What follows belongs to an exercise in optimizing a design on an open flow for small area and few clock cycles per item; a production flow would make more cautious choices. No run shown here included a check of the RTL's function; only the layout flow was run.

## flow/design.v (module list and top-level ports; edited modules follow where they fit)
// module gaze_smoothed_zoom_crop_top: 1843 lines
// module gszc_fa: 4 lines
// module gszc_ha: 4 lines
// module gszc_han: 4 lines
module gaze_smoothed_zoom_crop_top (
	input  wire logic                                 clk,
	input  wire logic                                 arst_n,
	input  wire logic                                 gaze_valid,
	output wire logic                                 gaze_ready,
	input  wire logic signed [gszc_pkg::GAZE_W-1:0]   gaze_x,
	input  wire logic signed [gszc_pkg::GAZE_W-1:0]   gaze_y,
	input  wire logic                                 cfg_valid,
	output wire logic                                 cfg_ready,
	input  wire logic [gszc_pkg::CFG_IDX_W-1:0]       cfg_index,
	input  wire logic [gszc_pkg::CROP_W-1:0]          cfg_data,
	output wire logic                                 result_valid,
	input  wire logic                                 result_ready,
	output logic signed [gszc_pkg::GAZE_W-1:0]        result_center_x,
	output logic signed [gszc_pkg::GAZE_W-1:0]        result_center_y,
	output logic        [gszc_pkg::CROP_W-1:0]        result_crop_width,
	output logic        [gszc_pkg::CROP_W-1:0]        result_crop_height,
	output logic signed [gszc_pkg::CORNER_W-1:0]      result_corner_x,
	output logic signed [gszc_pkg::CORNER_W-1:0]      result_corner_y
);
  // ...
==> flow/run.sh <==
#!/bin/bash
# synth_recipe.tcl (not shown) runs the flow's synth.tcl, then flattens the netlist and writes it again
# the make line also repeats each setting of config.mk as NAME=value (left out here)
make -C /OpenROAD-flow-scripts/flow DESIGN_CONFIG=/design/flow/config.mk WORK_HOME=/design/flow/orfs CLKGATE_MAP_FILE= SYNTH_SCRIPT=/design/flow/synth_recipe.tcl finish
==> flow/config.mk <==
export PLATFORM = sky130hd
export DESIGN_NAME = gaze_smoothed_zoom_crop_top
export DESIGN_NICKNAME = gaze_smoothed_zoom_crop_top
export VERILOG_FILES = /design/flow/design.v
export SDC_FILE = /design/flow/constraint.sdc
export NUM_CORES = 4
export LEC_CHECK = 0
export CAP_MARGIN = 20
export CORE_MARGIN = 2
export CORE_UTILIZATION = 40
export CTS_CLUSTER_DIAMETER = 100
export CTS_CLUSTER_SIZE = 30
export SLEW_MARGIN = 20
export SYNTH_HIERARCHICAL = 1
export SYNTH_MINIMUM_KEEP_SIZE = 0
==> flow/constraint.sdc <==
create_clock -name core_clock -period 9.0 [get_ports {clk}]
set_input_delay 1.8000 -clock core_clock [delete_from_list [all_inputs] [get_ports {clk}]]
set_output_delay 1.8000 -clock core_clock [all_outputs]
set_load 0.01 [all_outputs]
==> impl_metrics.sql, run 1 <==
INSERT INTO impl_metrics (metric_group, metric, value, unit) VALUES
('floorplan', 'taps', '1380', ''),
('grt', 'grt.busiest_layer', 'met2', ''),
('clocking', 'clk_path_buf_depth', '3', ''),
('min_path', 'hold_path_depth', '0', ''),
('layout', 'final_stage_net_count', '4238', ''),
('route', 'routed_wire_length_on_met3', '1920', 'microns'),
('layout', 'top_regs', 'win_x_q (130), win_y_q (130)', ''),
('status', 'run_status', 'timing/DRC/antenna clean', ''),
('timing', 'fin_crit', '8.58', 'ns'),
('synth', 'synth_area_in_compound_gates', '5.07', '%'),
('critical_path', 'slowest_cp_cell', 'sky130_fd_sc_hd__fa_1', ''),
('synth', 'post-synth-top-count-cell', 'sky130_fd_sc_hd__fa_1', ''),
('route', 'routed-via-count', '22500', ''),
('clocking', 'post_cts_buffers', '0', ''),
('clocking', 'insertion_delay', '0.66', 'ns'),
('floorplan', 'floorplan.die_area', '0.107', 'sq mm'),
('route', 'drt_first_iter_violations', '919', ''),
('synth', 'synth_xor_area_share', '4.08', '%'),
('floorplan', 'initial_utilization', '40.4', '%'),
('critical_path', 'reg2reg_to', 'cw_s4[7]', ''),
('layout', 'multiInputGateArea', '0.0255', 'sq mm'),
('layout', 'register_area', '0.0156', 'sq mm'),
('place', 'dp_slack', '0.0467', 'ns'),
('route', 'post_drt_wl_per_cell', '17.7', 'microns'),
('critical_path', 'worst-path-stages', '31', ''),
('synth', 'synth-seq-area-share', '37.2', '%'),
('critical_path', 'critical_path_buf_inv_count', '3', ''),
('grt', 'globalRouteOverflowTotal', '0', ''),
('critical_path', 'timing.reg2reg.worst_path_depth', '31', ''),
('timing', 'fin_hold_ws', '0.416', 'ns'),
('layout', 'clock_tree_area_fraction', '2.24', '%'),
('timing', 'setup_violations', '0', '');
==> run 2: changes to the inputs <==
--- a/flow/design.v
+++ b/flow/design.v
@@ -641,18 +641,24 @@
 	wire xavg_171, xavg_172;
 	gszc_fa u_xavg_171 (.a(xavg_139), .b(xavg_108), .c(xavg_138), .s(xavg_171), .co(xavg_172));
 	wire xavg_173, xavg_174;
 	gszc_fa u_xavg_173 (.a(sum_x_q[14]), .b(sum_x_q[13]), .c(xavg_140), .s(xavg_173), .co(xavg_174));
 	wire xavg_175, xavg_176;
 	gszc_ha u_xavg_175 (.a(sum_x_q[15]), .b(sum_x_q[14]), .s(xavg_175), .co(xavg_176));
 	wire xavg_177, xavg_178;
 	gszc_ha u_xavg_177 (.a(sum_x_q[16]), .b(sum_x_q[15]), .s(xavg_177), .co(xavg_178));
-	wire [32:0] xavg_179 = {1'b0, sum_x_q[16], xavg_177, xavg_175, xavg_173, xavg_171, xavg_169, xavg_167, xavg_165, xavg_163, xavg_161, xavg_159, xavg_157, xavg_155, xavg_153, xavg_151, xavg_149, xavg_147, xavg_145, xavg_143, xavg_141, 1'b0, 1'b0, 1'b0, 1'b0, 1'b0, 1'b0, 1'b0, 1'b0, 1'b0, 1'b0, 1'b0, 1'b0} + {1'b0, xavg_178, xavg_176, xavg_174, xavg_172, xavg_170, xavg_168, xavg_166, xavg_164, xavg_162, xavg_160, xavg_158, xavg_156, xavg_154, xavg_152, xavg_150, xavg_148, xavg_146, xavg_144, xavg_142, xng, 1'b0, 1'b0, 1'b0, 1'b0, 1'b0, 1'b0, 1'b0, 1'b0, 1'b0, 1'b0, 1'b0, 1'b0};
-	assign qx_a = xavg_179[31:19];
+	wire xavg_179, xavg_180;
+	gszc_ha u_xavg_179 (.a(xavg_141), .b(xng), .s(xavg_179), .co(xavg_180));
+	wire xavg_181, xavg_182;
+	gszc_fa u_xavg_181 (.a(xavg_143), .b(xavg_142), .c(xavg_180), .s(xavg_181), .co(xavg_182));
+	wire xavg_183, xavg_184;
+	gszc_fa u_xavg_183 (.a(xavg_145), .b(xavg_144), .c(xavg_182), .s(xavg_183), .co(xavg_184));
+	wire [17:0] xavg_185 = {1'b0, sum_x_q[16], xavg_177, xavg_175, xavg_173, xavg_171, xavg_169, xavg_167, xavg_165, xavg_163, xavg_161, xavg_159, xavg_157, xavg_155, xavg_153, xavg_151, xavg_149, xavg_147} + {1'b0, xavg_178, xavg_176, xavg_174, xavg_172, xavg_170, xavg_168, xavg_166, xavg_164, xavg_162, xavg_160, xavg_158, xavg_156, xavg_154, xavg_152, xavg_150, xavg_148, xavg_146} + 18'(xavg_184);
+	assign qx_a = {xavg_185[16], xavg_185[15], xavg_185[14], xavg_185[13], xavg_185[12], xavg_185[11], xavg_185[10], xavg_185[9], xavg_185[8], xavg_185[7], xavg_185[6], xavg_185[5], xavg_185[4]};
 	wire yavg_1, yavg_2;
 	gszc_ha u_yavg_1 (.a(sum_y_q[15]), .b(sum_y_q[13]), .s(yavg_1), .co(yavg_2));
 	wire yavg_3, yavg_4;
 	gszc_fa u_yavg_3 (.a(sum_y_q[16]), .b(sum_y_q[14]), .c(sum_y_q[13]), .s(yavg_3), .co(yavg_4));
 	wire yavg_5, yavg_6;
 	gszc_ha u_yavg_5 (.a(sum_y_q[15]), .b(sum_y_q[14]), .s(yavg_5), .co(yavg_6));
 	wire yavg_7, yavg_8;
 	gszc_ha u_yavg_7 (.a(sum_y_q[16]), .b(sum_y_q[15]), .s(yavg_7), .co(yavg_8));
@@ -821,22 +827,94 @@
 	wire yavg_171, yavg_172;
 	gszc_fa u_yavg_171 (.a(yavg_139), .b(yavg_108), .c(yavg_138), .s(yavg_171), .co(yavg_172));
 	wire yavg_173, yavg_174;
 	gszc_fa u_yavg_173 (.a(sum_y_q[14]), .b(sum_y_q[13]), .c(yavg_140), .s(yavg_173), .co(yavg_174));
 	wire yavg_175, yavg_176;
 	gszc_ha u_yavg_175 (.a(sum_y_q[15]), .b(sum_y_q[14]), .s(yavg_175), .co(yavg_176));
 	wire yavg_177, yavg_178;
 	gszc_ha u_yavg_177 (.a(sum_y_q[16]), .b(sum_y_q[15]), .s(yavg_177), .co(yavg_178));
-	wire [32:0] yavg_179 = {1'b0, sum_y_q[16], yavg_177, yavg_175, yavg_173, yavg_171, yavg_169, yavg_167, yavg_165, yavg_163, yavg_161, yavg_159, yavg_157, yavg_155, yavg_153, yavg_151, yavg_149, yavg_147, yavg_145, yavg_143, yavg_141, 1'b0, 1'b0, 1'b0, 1'b0, 1'b0, 1'b0, 1'b0, 1'b0, 1'b0, 1'b0, 1'b0, 1'b0} + {1'b0, yavg_178, yavg_176, yavg_174, yavg_172, yavg_170, yavg_168, yavg_166, yavg_164, yavg_162, yavg_160, yavg_158, yavg_156, yavg_154, yavg_152, yavg_150, yavg_148, yavg_146, yavg_144, yavg_142, yng, 1'b0, 1'b0, 1'b0, 1'b0, 1'b0, 1'b0, 1'b0, 1'b0, 1'b0, 1'b0, 1'b0, 1'b0};
-	assign qy_a = yavg_179[31:19];
+	wire yavg_179, yavg_180;
+	gszc_ha u_yavg_179 (.a(yavg_141), .b(yng), .s(yavg_179), .co(yavg_180));
+	wire yavg_181, yavg_182;
+	gszc_fa u_yavg_181 (.a(yavg_143), .b(yavg_142), .c(yavg_180), .s(yavg_181), .co(yavg_182));
+	wire yavg_183, yavg_184;
+	gszc_fa u_yavg_183 (.a(yavg_145), .b(yavg_144), .c(yavg_182), .s(yavg_183), .co(yavg_184));
+	wire [17:0] yavg_185 = {1'b0, sum_y_q[16], yavg_177, yavg_175, yavg_173, yavg_171, yavg_169, yavg_167, yavg_165, yavg_163, yavg_161, yavg_159, yavg_157, yavg_155, yavg_153, yavg_151, yavg_149, yavg_147} + {1'b0, yavg_178, yavg_176, yavg_174, yavg_172, yavg_170, yavg_168, yavg_166, yavg_164, yavg_162, yavg_160, yavg_158, yavg_156, yavg_154, yavg_152, yavg_150, yavg_148, yavg_146} + 18'(yavg_184);
+	assign qy_a = {yavg_185[16], yavg_185[15], yavg_185[14], yavg_185[13], yavg_185[12], yavg_185[11], yavg_185[10], yavg_185[9], yavg_185[8], yavg_185[7], yavg_185[6], yavg_185[5], yavg_185[4]};
 	assign cx_a = {~qx_a[GW-1], qx_a[GW-2:0]};
 	assign cy_a = {~qy_a[GW-1], qy_a[GW-2:0]};
-	assign dx_a = $signed({cx_a[GW-1], cx_a}) - $signed({cx_s2[GW-1], cx_s2});
-	assign dy_a = $signed({cy_a[GW-1], cy_a}) - $signed({cy_s2[GW-1], cy_s2});
+	wire xdd_1, xdd_2;
+gszc_ha u_xdd_1 (.a(cx_a[0]), .b(~cx_s2[0]), .s(xdd_1), .co(xdd_2));
+wire xdd_3, xdd_4;
+gszc_ha u_xdd_3 (.a(cx_a[1]), .b(~cx_s2[1]), .s(xdd_3), .co(xdd_4));
+wire xdd_5, xdd_6;
+gszc_ha u_xdd_5 (.a(cx_a[2]), .b(~cx_s2[2]), .s(xdd_5), .co(xdd_6));
+wire xdd_7, xdd_8;
+gszc_ha u_xdd_7 (.a(cx_a[3]), .b(~cx_s2[3]), .s(xdd_7), .co(xdd_8));
+wire xdd_9, xdd_10;
+gszc_ha u_xdd_9 (.a(cx_a[4]), .b(~cx_s2[4]), .s(xdd_9), .co(xdd_10));
+wire xdd_11, xdd_12;
+gszc_ha u_xdd_11 (.a(cx_a[5]), .b(~cx_s2[5]), .s(xdd_11), .co(xdd_12));
+wire xdd_13, xdd_14;
+gszc_ha u_xdd_13 (.a(cx_a[6]), .b(~cx_s2[6]), .s(xdd_13), .co(xdd_14));
+wire xdd_15, xdd_16;
+gszc_ha u_xdd_15 (.a(cx_a[7]), .b(~cx_s2[7]), .s(xdd_15), .co(xdd_16));
+wire xdd_17, xdd_18;
+gszc_ha u_xdd_17 (.a(cx_a[8]), .b(~cx_s2[8]), .s(xdd_17), .co(xdd_18));
+wire xdd_19, xdd_20;
+gszc_ha u_xdd_19 (.a(cx_a[9]), .b(~cx_s2[9]), .s(xdd_19), .co(xdd_20));
+wire xdd_21, xdd_22;
+gszc_ha u_xdd_21 (.a(cx_a[10]), .b(~cx_s2[10]), .s(xdd_21), .co(xdd_22));
+wire xdd_23, xdd_24;
+gszc_ha u_xdd_23 (.a(cx_a[11]), .b(~cx_s2[11]), .s(xdd_23), .co(xdd_24));
+wire xdd_25, xdd_26;
+gszc_ha u_xdd_25 (.a(~cx_a[12]), .b(cx_s2[12]), .s(xdd_25), .co(xdd_26));
+wire xdd_27, xdd_28;
+gszc_ha u_xdd_27 (.a(xdd_1), .b(1'b1), .s(xdd_27), .co(xdd_28));
+wire xdd_29, xdd_30;
+gszc_fa u_xdd_29 (.a(xdd_3), .b(xdd_2), .c(xdd_28), .s(xdd_29), .co(xdd_30));
+wire xdd_31, xdd_32;
+gszc_fa u_xdd_31 (.a(xdd_5), .b(xdd_4), .c(xdd_30), .s(xdd_31), .co(xdd_32));
+wire [11:0] xdd_33 = {1'b0, 1'b1, xdd_25, xdd_23, xdd_21, xdd_19, xdd_17, xdd_15, xdd_13, xdd_11, xdd_9, xdd_7} + {1'b0, xdd_26, xdd_24, xdd_22, xdd_20, xdd_18, xdd_16, xdd_14, xdd_12, xdd_10, xdd_8, xdd_6} + 12'(xdd_32);
+assign dx_a = {xdd_33[10], xdd_33[9], xdd_33[8], xdd_33[7], xdd_33[6], xdd_33[5], xdd_33[4], xdd_33[3], xdd_33[2], xdd_33[1], xdd_33[0], xdd_31, xdd_29, xdd_27};
+	wire ydd_1, ydd_2;
+gszc_ha u_ydd_1 (.a(cy_a[0]), .b(~cy_s2[0]), .s(ydd_1), .co(ydd_2));
+wire ydd_3, ydd_4;
+gszc_ha u_ydd_3 (.a(cy_a[1]), .b(~cy_s2[1]), .s(ydd_3), .co(ydd_4));
+wire ydd_5, ydd_6;
+gszc_ha u_ydd_5 (.a(cy_a[2]), .b(~cy_s2[2]), .s(ydd_5), .co(ydd_6));
+wire ydd_7, ydd_8;
+gszc_ha u_ydd_7 (.a(cy_a[3]), .b(~cy_s2[3]), .s(ydd_7), .co(ydd_8));
+wire ydd_9, ydd_10;
+gszc_ha u_ydd_9 (.a(cy_a[4]), .b(~cy_s2[4]), .s(ydd_9), .co(ydd_10));
+wire ydd_11, ydd_12;
+gszc_ha u_ydd_11 (.a(cy_a[5]), .b(~cy_s2[5]), .s(ydd_11), .co(ydd_12));
+wire ydd_13, ydd_14;
+gszc_ha u_ydd_13 (.a(cy_a[6]), .b(~cy_s2[6]), .s(ydd_13), .co(ydd_14));
+wire ydd_15, ydd_16;
+gszc_ha u_ydd_15 (.a(cy_a[7]), .b(~cy_s2[7]), .s(ydd_15), .co(ydd_16));
+wire ydd_17, ydd_18;
+gszc_ha u_ydd_17 (.a(cy_a[8]), .b(~cy_s2[8]), .s(ydd_17), .co(ydd_18));
+wire ydd_19, ydd_20;
+gszc_ha u_ydd_19 (.a(cy_a[9]), .b(~cy_s2[9]), .s(ydd_19), .co(ydd_20));
+wire ydd_21, ydd_22;
+gszc_ha u_ydd_21 (.a(cy_a[10]), .b(~cy_s2[10]), .s(ydd_21), .co(ydd_22));
+wire ydd_23, ydd_24;
+gszc_ha u_ydd_23 (.a(cy_a[11]), .b(~cy_s2[11]), .s(ydd_23), .co(ydd_24));
+wire ydd_25, ydd_26;
+gszc_ha u_ydd_25 (.a(~cy_a[12]), .b(cy_s2[12]), .s(ydd_25), .co(ydd_26));
+wire ydd_27, ydd_28;
+gszc_ha u_ydd_27 (.a(ydd_1), .b(1'b1), .s(ydd_27), .co(ydd_28));
+wire ydd_29, ydd_30;
+gszc_fa u_ydd_29 (.a(ydd_3), .b(ydd_2), .c(ydd_28), .s(ydd_29), .co(ydd_30));
+wire ydd_31, ydd_32;
+gszc_fa u_ydd_31 (.a(ydd_5), .b(ydd_4), .c(ydd_30), .s(ydd_31), .co(ydd_32));
+wire [11:0] ydd_33 = {1'b0, 1'b1, ydd_25, ydd_23, ydd_21, ydd_19, ydd_17, ydd_15, ydd_13, ydd_11, ydd_9, ydd_7} + {1'b0, ydd_26, ydd_24, ydd_22, ydd_20, ydd_18, ydd_16, ydd_14, ydd_12, ydd_10, ydd_8, ydd_6} + 12'(ydd_32);
+assign dy_a = {ydd_33[10], ydd_33[9], ydd_33[8], ydd_33[7], ydd_33[6], ydd_33[5], ydd_33[4], ydd_33[3], ydd_33[2], ydd_33[1], ydd_33[0], ydd_31, ydd_29, ydd_27};
 	always_ff @(posedge clk or negedge arst_n) begin
 		if (!arst_n) begin
 			v_s2  <= 1'b0;
 			cx_s2 <= '0;
 			cy_s2 <= '0;
 		end else begin
 			if (rdy_s2) v_s2 <= v_s1;
 			if (rdy_s2 && v_s1) begin
@@ -1532,20 +1610,18 @@
 	wire wdiv_157, wdiv_158;
 	gszc_fa u_wdiv_157 (.a(wdiv_113), .b(wdiv_112), .c(wdiv_156), .s(wdiv_157), .co(wdiv_158));
 	wire wdiv_159, wdiv_160;
 	gszc_fa u_wdiv_159 (.a(wdiv_115), .b(wdiv_114), .c(wdiv_158), .s(wdiv_159), .co(wdiv_160));
 	wire wdiv_161, wdiv_162;
 	gszc_fa u_wdiv_161 (.a(wdiv_117), .b(wdiv_116), .c(wdiv_160), .s(wdiv_161), .co(wdiv_162));
 	wire wdiv_163, wdiv_164;
 	gszc_fa u_wdiv_163 (.a(wdiv_119), .b(wdiv_118), .c(wdiv_162), .s(wdiv_163), .co(wdiv_164));
-	wire wdiv_165, wdiv_166;
-	gszc_fa u_wdiv_165 (.a(wdiv_121), .b(wdiv_120), .c(wdiv_164), .s(wdiv_165), .co(wdiv_166));
-	wire [17:0] wdiv_167 = {1'b0, 1'b1, wdiv_153, wdiv_151, wdiv_149, wdiv_147, wdiv_145, wdiv_143, wdiv_141, wdiv_139, wdiv_137, wdiv_135, wdiv_133, wdiv_131, wdiv_129, wdiv_127, wdiv_125, wdiv_123} + {1'b0, wdiv_154, wdiv_152, wdiv_150, wdiv_148, wdiv_146, wdiv_144, wdiv_142, wdiv_140, wdiv_138, wdiv_136, wdiv_134, wdiv_132, wdiv_130, wdiv_128, wdiv_126, wdiv_124, wdiv_122} + 18'(wdiv_166);
-	assign q_w = {wdiv_167[16], wdiv_167[15], wdiv_167[14], wdiv_167[13], wdiv_167[12], wdiv_167[11], wdiv_167[10], wdiv_167[9], wdiv_167[8], wdiv_167[7], wdiv_167[6], wdiv_167[5], wdiv_167[4]};
+	wire [18:0] wdiv_165 = {1'b0, 1'b1, wdiv_153, wdiv_151, wdiv_149, wdiv_147, wdiv_145, wdiv_143, wdiv_141, wdiv_139, wdiv_137, wdiv_135, wdiv_133, wdiv_131, wdiv_129, wdiv_127, wdiv_125, wdiv_123, wdiv_121} + {1'b0, wdiv_154, wdiv_152, wdiv_150, wdiv_148, wdiv_146, wdiv_144, wdiv_142, wdiv_140, wdiv_138, wdiv_136, wdiv_134, wdiv_132, wdiv_130, wdiv_128, wdiv_126, wdiv_124, wdiv_122, wdiv_120} + 19'(wdiv_164);
+	assign q_w = {wdiv_165[17], wdiv_165[16], wdiv_165[15], wdiv_165[14], wdiv_165[13], wdiv_165[12], wdiv_165[11], wdiv_165[10], wdiv_165[9], wdiv_165[8], wdiv_165[7], wdiv_165[6], wdiv_165[5]};
 	wire hdiv_1, hdiv_2;
 	gszc_ha u_hdiv_1 (.a(p_h_s3[0]), .b(p_h_s3[2]), .s(hdiv_1), .co(hdiv_2));
 	wire hdiv_3, hdiv_4;
 	gszc_fa u_hdiv_3 (.a(p_h_s3[1]), .b(p_h_s3[3]), .c(p_h_s3[6]), .s(hdiv_3), .co(hdiv_4));
 	wire hdiv_5, hdiv_6;
 	gszc_fa u_hdiv_5 (.a(p_h_s3[2]), .b(p_h_s3[4]), .c(p_h_s3[7]), .s(hdiv_5), .co(hdiv_6));
 	wire hdiv_7, hdiv_8;
 	gszc_fa u_hdiv_7 (.a(p_h_s3[3]), .b(p_h_s3[5]), .c(p_h_s3[8]), .s(hdiv_7), .co(hdiv_8));
@@ -1700,20 +1776,18 @@
 	wire hdiv_157, hdiv_158;
 	gszc_fa u_hdiv_157 (.a(hdiv_113), .b(hdiv_112), .c(hdiv_156), .s(hdiv_157), .co(hdiv_158));
 	wire hdiv_159, hdiv_160;
 	gszc_fa u_hdiv_159 (.a(hdiv_115), .b(hdiv_114), .c(hdiv_158), .s(hdiv_159), .co(hdiv_160));
 	wire hdiv_161, hdiv_162;
 	gszc_fa u_hdiv_161 (.a(hdiv_117), .b(hdiv_116), .c(hdiv_160), .s(hdiv_161), .co(hdiv_162));
 	wire hdiv_163, hdiv_164;
 	gszc_fa u_hdiv_163 (.a(hdiv_119), .b(hdiv_118), .c(hdiv_162), .s(hdiv_163), .co(hdiv_164));
-	wire hdiv_165, hdiv_166;
-	gszc_fa u_hdiv_165 (.a(hdiv_121), .b(hdiv_120), .c(hdiv_164), .s(hdiv_165), .co(hdiv_166));
-	wire [17:0] hdiv_167 = {1'b0, 1'b1, hdiv_153, hdiv_151, hdiv_149, hdiv_147, hdiv_145, hdiv_143, hdiv_141, hdiv_139, hdiv_137, hdiv_135, hdiv_133, hdiv_131, hdiv_129, hdiv_127, hdiv_125, hdiv_123} + {1'b0, hdiv_154, hdiv_152, hdiv_150, hdiv_148, hdiv_146, hdiv_144, hdiv_142, hdiv_140, hdiv_138, hdiv_136, hdiv_134, hdiv_132, hdiv_130, hdiv_128, hdiv_126, hdiv_124, hdiv_122} + 18'(hdiv_166);
-	assign q_h = {hdiv_167[16], hdiv_167[15], hdiv_167[14], hdiv_167[13], hdiv_167[12], hdiv_167[11], hdiv_167[10], hdiv_167[9], hdiv_167[8], hdiv_167[7], hdiv_167[6], hdiv_167[5], hdiv_167[4]};
+	wire [18:0] hdiv_165 = {1'b0, 1'b1, hdiv_153, hdiv_151, hdiv_149, hdiv_147, hdiv_145, hdiv_143, hdiv_141, hdiv_139, hdiv_137, hdiv_135, hdiv_133, hdiv_131, hdiv_129, hdiv_127, hdiv_125, hdiv_123, hdiv_121} + {1'b0, hdiv_154, hdiv_152, hdiv_150, hdiv_148, hdiv_146, hdiv_144, hdiv_142, hdiv_140, hdiv_138, hdiv_136, hdiv_134, hdiv_132, hdiv_130, hdiv_128, hdiv_126, hdiv_124, hdiv_122, hdiv_120} + 19'(hdiv_164);
+	assign q_h = {hdiv_165[17], hdiv_165[16], hdiv_165[15], hdiv_165[14], hdiv_165[13], hdiv_165[12], hdiv_165[11], hdiv_165[10], hdiv_165[9], hdiv_165[8], hdiv_165[7], hdiv_165[6], hdiv_165[5]};
 	wire wcl_1, wcl_2;
 gszc_ha u_wcl_1 (.a(max_w_q[0]), .b((q_w[0] ^ neg_w)), .s(wcl_1), .co(wcl_2));
 wire wcl_3, wcl_4;
 gszc_ha u_wcl_3 (.a(max_w_q[1]), .b((q_w[1] ^ neg_w)), .s(wcl_3), .co(wcl_4));
 wire wcl_5, wcl_6;
 gszc_ha u_wcl_5 (.a(max_w_q[2]), .b((q_w[2] ^ neg_w)), .s(wcl_5), .co(wcl_6));
 wire wcl_7, wcl_8;
 gszc_ha u_wcl_7 (.a(max_w_q[3]), .b((q_w[3] ^ neg_w)), .s(wcl_7), .co(wcl_8));
@@ -1734,18 +1808,20 @@
 wire wcl_23, wcl_24;
 gszc_ha u_wcl_23 (.a(max_w_q[11]), .b((q_w[11] ^ neg_w)), .s(wcl_23), .co(wcl_24));
 wire wcl_25, wcl_26;
 gszc_ha u_wcl_25 (.a(wcl_1), .b(neg_w), .s(wcl_25), .co(wcl_26));
 wire wcl_27, wcl_28;
 gszc_fa u_wcl_27 (.a(wcl_3), .b(wcl_2), .c(wcl_26), .s(wcl_27), .co(wcl_28));
 wire wcl_29, wcl_30;
 gszc_fa u_wcl_29 (.a(wcl_5), .b(wcl_4), .c(wcl_28), .s(wcl_29), .co(wcl_30));
-wire [11:0] wcl_31 = {1'b0, neg_w, (q_w[12] ^ neg_w), wcl_23, wcl_21, wcl_19, wcl_17, wcl_15, wcl_13, wcl_11, wcl_9, wcl_7} + {1'b0, 1'b0, wcl_24, wcl_22, wcl_20, wcl_18, wcl_16, wcl_14, wcl_12, wcl_10, wcl_8, wcl_6} + 12'(wcl_30);
-assign t_w = {wcl_31[10], wcl_31[9], wcl_31[8], wcl_31[7], wcl_31[6], wcl_31[5], wcl_31[4], wcl_31[3], wcl_31[2], wcl_31[1], wcl_31[0], wcl_29, wcl_27, wcl_25};
+wire wcl_31, wcl_32;
+gszc_fa u_wcl_31 (.a(wcl_7), .b(wcl_6), .c(wcl_30), .s(wcl_31), .co(wcl_32));
+wire [10:0] wcl_33 = {1'b0, neg_w, (q_w[12] ^ neg_w), wcl_23, wcl_21, wcl_19, wcl_17, wcl_15, wcl_13, wcl_11, wcl_9} + {1'b0, 1'b0, wcl_24, wcl_22, wcl_20, wcl_18, wcl_16, wcl_14, wcl_12, wcl_10, wcl_8} + 11'(wcl_32);
+assign t_w = {wcl_33[9], wcl_33[8], wcl_33[7], wcl_33[6], wcl_33[5], wcl_33[4], wcl_33[3], wcl_33[2], wcl_33[1], wcl_33[0], wcl_31, wcl_29, wcl_27, wcl_25};
 	wire hcl_1, hcl_2;
 gszc_ha u_hcl_1 (.a(max_h_q[0]), .b((q_h[0] ^ neg_h)), .s(hcl_1), .co(hcl_2));
 wire hcl_3, hcl_4;
 gszc_ha u_hcl_3 (.a(max_h_q[1]), .b((q_h[1] ^ neg_h)), .s(hcl_3), .co(hcl_4));
 wire hcl_5, hcl_6;
 gszc_ha u_hcl_5 (.a(max_h_q[2]), .b((q_h[2] ^ neg_h)), .s(hcl_5), .co(hcl_6));
 wire hcl_7, hcl_8;
 gszc_ha u_hcl_7 (.a(max_h_q[3]), .b((q_h[3] ^ neg_h)), .s(hcl_7), .co(hcl_8));
@@ -1766,18 +1842,20 @@
 wire hcl_23, hcl_24;
 gszc_ha u_hcl_23 (.a(max_h_q[11]), .b((q_h[11] ^ neg_h)), .s(hcl_23), .co(hcl_24));
 wire hcl_25, hcl_26;
 gszc_ha u_hcl_25 (.a(hcl_1), .b(neg_h), .s(hcl_25), .co(hcl_26));
 wire hcl_27, hcl_28;
 gszc_fa u_hcl_27 (.a(hcl_3), .b(hcl_2), .c(hcl_26), .s(hcl_27), .co(hcl_28));
 wire hcl_29, hcl_30;
 gszc_fa u_hcl_29 (.a(hcl_5), .b(hcl_4), .c(hcl_28), .s(hcl_29), .co(hcl_30));
-wire [11:0] hcl_31 = {1'b0, neg_h, (q_h[12] ^ neg_h), hcl_23, hcl_21, hcl_19, hcl_17, hcl_15, hcl_13, hcl_11, hcl_9, hcl_7} + {1'b0, 1'b0, hcl_24, hcl_22, hcl_20, hcl_18, hcl_16, hcl_14, hcl_12, hcl_10, hcl_8, hcl_6} + 12'(hcl_30);
-assign t_h = {hcl_31[10], hcl_31[9], hcl_31[8], hcl_31[7], hcl_31[6], hcl_31[5], hcl_31[4], hcl_31[3], hcl_31[2], hcl_31[1], hcl_31[0], hcl_29, hcl_27, hcl_25};
+wire hcl_31, hcl_32;
+gszc_fa u_hcl_31 (.a(hcl_7), .b(hcl_6), .c(hcl_30), .s(hcl_31), .co(hcl_32));
+wire [10:0] hcl_33 = {1'b0, neg_h, (q_h[12] ^ neg_h), hcl_23, hcl_21, hcl_19, hcl_17, hcl_15, hcl_13, hcl_11, hcl_9} + {1'b0, 1'b0, hcl_24, hcl_22, hcl_20, hcl_18, hcl_16, hcl_14, hcl_12, hcl_10, hcl_8} + 11'(hcl_32);
+assign t_h = {hcl_33[9], hcl_33[8], hcl_33[7], hcl_33[6], hcl_33[5], hcl_33[4], hcl_33[3], hcl_33[2], hcl_33[1], hcl_33[0], hcl_31, hcl_29, hcl_27, hcl_25};
 	assign cw_c = neg_w ? ((ovf_w_s3 || t_w[CW+1]) ? '0 : t_w[CW-1:0])
 	                    : ((ovf_w_s3 || t_w[CW+1] || t_w[CW]) ? {CW{1'b1}} : t_w[CW-1:0]);
 	assign ch_c = neg_h ? ((ovf_h_s3 || t_h[CW+1]) ? '0 : t_h[CW-1:0])
 	                    : ((ovf_h_s3 || t_h[CW+1] || t_h[CW]) ? {CW{1'b1}} : t_h[CW-1:0]);
 	always_ff @(posedge clk or negedge arst_n) begin
 		if (!arst_n) v_s4 <= 1'b0;
 		else if (rdy_s4) v_s4 <= v_s3;
 	end
==> run 2 against run 1 <==
Against the previous run: largest cell class unchanged; first-iteration DRC count rose by 25%; sequential share of layout area grew 0.10 points; highest routed layer is now met5; cell area is 0.27% lower; still clean; non-clock buffer count up 6; clock skew up 0.014 ns; synthesized cell count is 1.1% lower.
==> impl_metrics.sql, run 2 <==
INSERT INTO impl_metrics (metric_group, metric, value, unit) VALUES
('grt', 'antenna_violations_before_repair', '4', ''),
('layout', 'stdcell_area', '0.0461', 'sq mm'),
('floorplan', 'floorplan.die_area', '0.107', 'sq mm'),
('grt', 'grt_pass1_wl', '136000', 'microns'),
('layout', 'layout.cells.most_common', 'sky130_fd_sc_hd__fa_1', ''),
('timing', 'setup_ws', '0.264', 'ns'),
('critical_path', 'required', '7.20', 'ns'),
('synth', 'postSynthAreaPerCell', '14.1', 'sq um'),
('route', 'via_per_inst', '4.86', ''),
('synth', 'postSynthRegisterBits', '546', ''),
('critical_path', 'max_fanout_on_critical_path', '2', ''),
('grt', 'grtUsageTotal', '16.2', '%'),
('synth', 'async_reset_ff_share', '21.2', '%'),
('layout', 'top_regs', 'win_x_q (130), win_y_q (130)', ''),
('synth', 'yosys_warnings', '11', ''),
('timing', 'setup_violations', '0', ''),
('route', 'drt_first_iter_violations', '1152', ''),
('clocking', 'clk_transition_reported_paths', '0.11', 'ns'),
('floorplan', 'std_cell_rows', '118', ''),
('floorplan', 'initial_utilization', '40.4', '%'),
('floorplan', 'die_w', '327', 'microns'),
('critical_path', 'cp_cell_sequence', 'inv_1, ha_1, ha_1, fa_1, fa_1, fa_1, fa_1, fa_1, fa_1, fa_1, inv_1, fa_1, inv_1, fa_1, a21o_1, a21oi_1, xnor2_1, clkdlybuf4s50_1', ''),
('synth', 'synth.cells.most_frequent', 'sky130_fd_sc_hd__fa_1 (622), sky130_fd_sc_hd__ha_1 (417), sky130_fd_sc_hd__edfxtp_1 (404)', ''),
('route', 'drt-total-wl', '84000', 'microns'),
('route', 'antenna_left', '0', ''),
('grt', 'globalRouteOverflowTotal', '0', ''),
('grt', 'grt_max_degree', '145', ''),
('clocking', 'numCtsBuffers', '27', ''),
('synth', 'synth-seq-area-share', '37.2', '%'),
('critical_path', 'rrSetupSlack', '0.45', 'ns'),
('floorplan', 'floorplan.core_area', '0.104', 'sq mm'),
('clocking', 'cts_root_buffer', 'sky130_fd_sc_hd__clkbuf_16', ''),
('clocking', 'insertion_delay', '0.65', 'ns'),
('grt', 'grt_pass1_vias', '24000', ''),
('clocking', 'clock_tree_from_tritoncts', 'done', ''),
('critical_path', 'timing_worst_setup_path_type', 'reg2out', ''),
('critical_path', 'cpLargestDelayFamily', 'adder cells', ''),
('flow_run', 'max_cap_violations', '0', ''),
('min_path', 'worstHoldPathType', 'reg2reg', ''),
('timing', 'worst_clock_skew', '0.0508', 'ns'),
('place', 'place.detailed.hpwl', '65400', 'microns'),
('layout', 'layout.cells.most_common_list', 'sky130_fd_sc_hd__fa_1 (621), sky130_fd_sc_hd__ha_1 (417), sky130_fd_sc_hd__edfxtp_1 (404)', ''),
('timing', 'worst-slew-pin-transition', '1.02', 'ns'),
('route', 'routed-via-count', '22100', ''),
('critical_path', 'crit_path_end_kind', 'primary output', ''),
('clocking', 'clock_sinks', '546', ''),
('synth', 'yosysUniqueCellTypes', '68', ''),
('timing', 'maxClockFrequency', '0.114', 'GHz'),
('floorplan', 'die_h', '327', 'microns'),
('critical_path', 'timing.critical_path.mode_cell', 'sky130_fd_sc_hd__fa_1', ''),
('critical_path', 'crit_arrival', '6.94', 'ns'),
('critical_path', 'reg2reg_to', 'ch_s4[10]', ''),
('clocking', 'ctsHtreeMaxLevel', '1', ''),
('critical_path', 'slowest_cp_cell', 'sky130_fd_sc_hd__edfxtp_1', ''),
('timing', 'fin_crit', '8.74', 'ns'),
('place', 'dp_slack', '0.138', 'ns'),
('layout', 'layout_cell_share_with_drive_strength_beyond_1', '6.72', '%'),
('synth', 'netlist.top_cell.by_area', 'sky130_fd_sc_hd__fa_1', ''),
('synth', 'synth_area_leaders', 'sky130_fd_sc_hd__fa_1 (30%), sky130_fd_sc_hd__edfxtp_1 (29%), sky130_fd_sc_hd__ha_1 (12%), sky130_fd_sc_hd__dfrtp_1 (6.0%), sky130_fd_sc_hd__and2_1 (3.6%)', ''),
('critical_path', 'timing.reg2reg.worst_path_depth', '32', ''),
('synth', 'ys_dominant_reg_cell', 'sky130_fd_sc_hd__edfxtp_1', ''),
('timing', 'post-route-period-util', '97.1', '%'),
('route', 'post_drt_wl_per_cell', '18.5', 'microns'),
('synth', 'synthesis.instances', '2977', ''),
('synth', 'synth_edf_count', '404', ''),
('floorplan', 'num_io_pins', '128', ''),
('synth', 'post-synth-top-count-cell', 'sky130_fd_sc_hd__fa_1', ''),
('critical_path', 'worstSetupStartpointType', 'flip-flop', ''),
('synth', 'synth_top_area_share', '29.8', '%'),
('place', 'buffer_ports.inserted', '126', ''),
('critical_path', 'crit_start', 'cw_s4[1]', ''),
('timing', 'slew_viol_final', '0', ''),
('place', 'place_area', '0.0450', 'sq mm'),
('layout', 'final_stage_net_count', '4237', ''),
('timing', 'max-slew-margin-rel', '31.9', '%'),
('route', 'remaining_drc_errors', '0', ''),
('status', 'run_status', 'timing/DRC/antenna clean', ''),
('place', 'gp_routability_congestion', '0.831', ''),
('route', 'dr.pass1.iters', '5', ''),
('synth', 'synthesis.area', '0.0418', 'sq mm'),
('critical_path', 'cp_slowest_stage_delay', '0.67', 'ns'),
('timing', 'total_count_of_hold_check_failures_in_the_final_report', '0', ''),
('critical_path', 'worst_r2r_startpoint', 'p_h_s3[8]', ''),
('clocking', 'clk_path_buf_depth', '3', ''),
('clocking', 'holdBufCountCts', '0', ''),
('critical_path', 'cp-endpoint', 'result_corner_x[12]', ''),
('critical_path', 'critical_path_buf_inv_count', '4', ''),
('layout', 'insertedDiodeCount', '0', ''),
('critical_path', 'worst-path-stages', '18', ''),
('layout', 'syn2layout_area_growth', '10.1', '%');
run 2: per-layer routing:
layer | global-route usage, % | vias up | part of all wire (%)
li1 | - | 10400 | -
met1 | 23.0 | 11400 | 47
met2 | 26.1 | 316 | 46
met3 | 2.99 | 64 | 4.9
met4 | 3.62 | 2 | 2.2
met5 | 0 | - | 0.015
run 2: cell families after synthesis:
kind of cell	Yosys count	synth area share, %
adder cells (fa/ha/maj)	1039	42.2
flip-flops	546	37.2
AND/OR/NAND/NOR	544	7.32
AO/OA/AOI/OAI	309	4.65
buffers and inverters	275	2.63
XOR/XNOR	195	4.08
multiplexers	68	1.82
other	1	0.00897
run 2: worst min path at each step:
| stage | startpoint | slack (ns) | depth (start not counted) | end |
|---|---|---|---|---|
| final | win_x_q[8][5] | 0.41 | 0 | win_x_q[7][5] |
| after global routing | win_x_q[8][5] | 0.41 | 0 | win_x_q[7][5] |
| after CTS | win_x_q[8][5] | 0.41 | 0 | win_x_q[7][5] |
| after detailed placement | cx_s3[1] | 0.40 | 0 | result_center_x[1] |
| after global placement | win_x_q[6][3] | 0.40 | 0 | win_x_q[5][3] |
| after floorplan | cx_s3[0] | 0.40 | 0 | result_center_x[0] |
run 2: repair_timing:
| item | in CTS | in global routing |
|---|---|---|
| setup buffers | 0 | 7 |
| resized for setup | 0 | 17 |
| endpoints found under the setup margin | 0 | 29 |
run 2: per-module statistics from Yosys, one instance, submodules excluded:
module,flops+latches,cell area (sq um)
gszc_ha,0,12.5
gaze_smoothed_zoom_crop_top,546,26600
gszc_fa,0,20.0
run 2: per-stage QoR:
stage / hold slack, ns / TNS [ns] / utilization (%) / std cells
2_1_floorplan: 0.400 / 0 / - / 3029
3_3_place_gp: 0.400 / 0 / 43.4 / 4494
3_5_place_dp: 0.405 / 0 / 43.4 / 4494
4_1_cts: 0.410 / 0 / 44.3 / 4544
5_1_grt: 0.415 / -0.136 / 44.4 / 4552
6_report: 0.405 / 0 / 44.4 / 4552
run 2: final cells by class:
cell class / count / area [sq um]
Tap cell: 1380 / 1730
Sequential cell: 546 / 15600
Timing Repair Buffer: 181 / 1690
Clock inverter: 14 / 209
Inverter: 187 / 709
Clock buffer: 36 / 731
Multi-Input combinational cell: 2208 / 25400
Fill cell: 9470 / 57600

[separate check: timing with driven ports]
The results above use ideal ports. As a check the final layouts listed here were re-extracted and re-timed, cells and wires unchanged.
Step 1, drivers: a clkbuf_16 drives clk and a buf_2 each remaining input, both assumed.
Step 2 adds t to the input delays and takes it off the output delays; t is the mean of the earliest and latest rising clock arrival at the registers after step 1. Input paths then give back, and output paths get back, about the clock's delay inside the block.
a / b / c = ideal ports / drivers / drivers and shift; a / b = the first two.
| run | t (ns) | slack for setup (ns) | hold slack, ns | latest minus earliest clock arrival (ns) | slew at the worst register clock pin (ns) |
|---|---|---|---|---|---|
| run 1 | 0.705 | 0.424 / 0.424 / 0.140 | 0.416 / 0.416 / 0.416 | 0.039 / 0.038 | 0.11 / 0.11 |
| run 2 | 0.690 | 0.264 / 0.197 / 0.144 | 0.405 / 0.405 / 0.405 | 0.054 / 0.053 | 0.12 / 0.12 |
After both steps setup and hold are still met in every run listed. The setup slack of run 1, which loses most, moves by 0.000 ns with the drivers and by -0.284 ns with both steps.
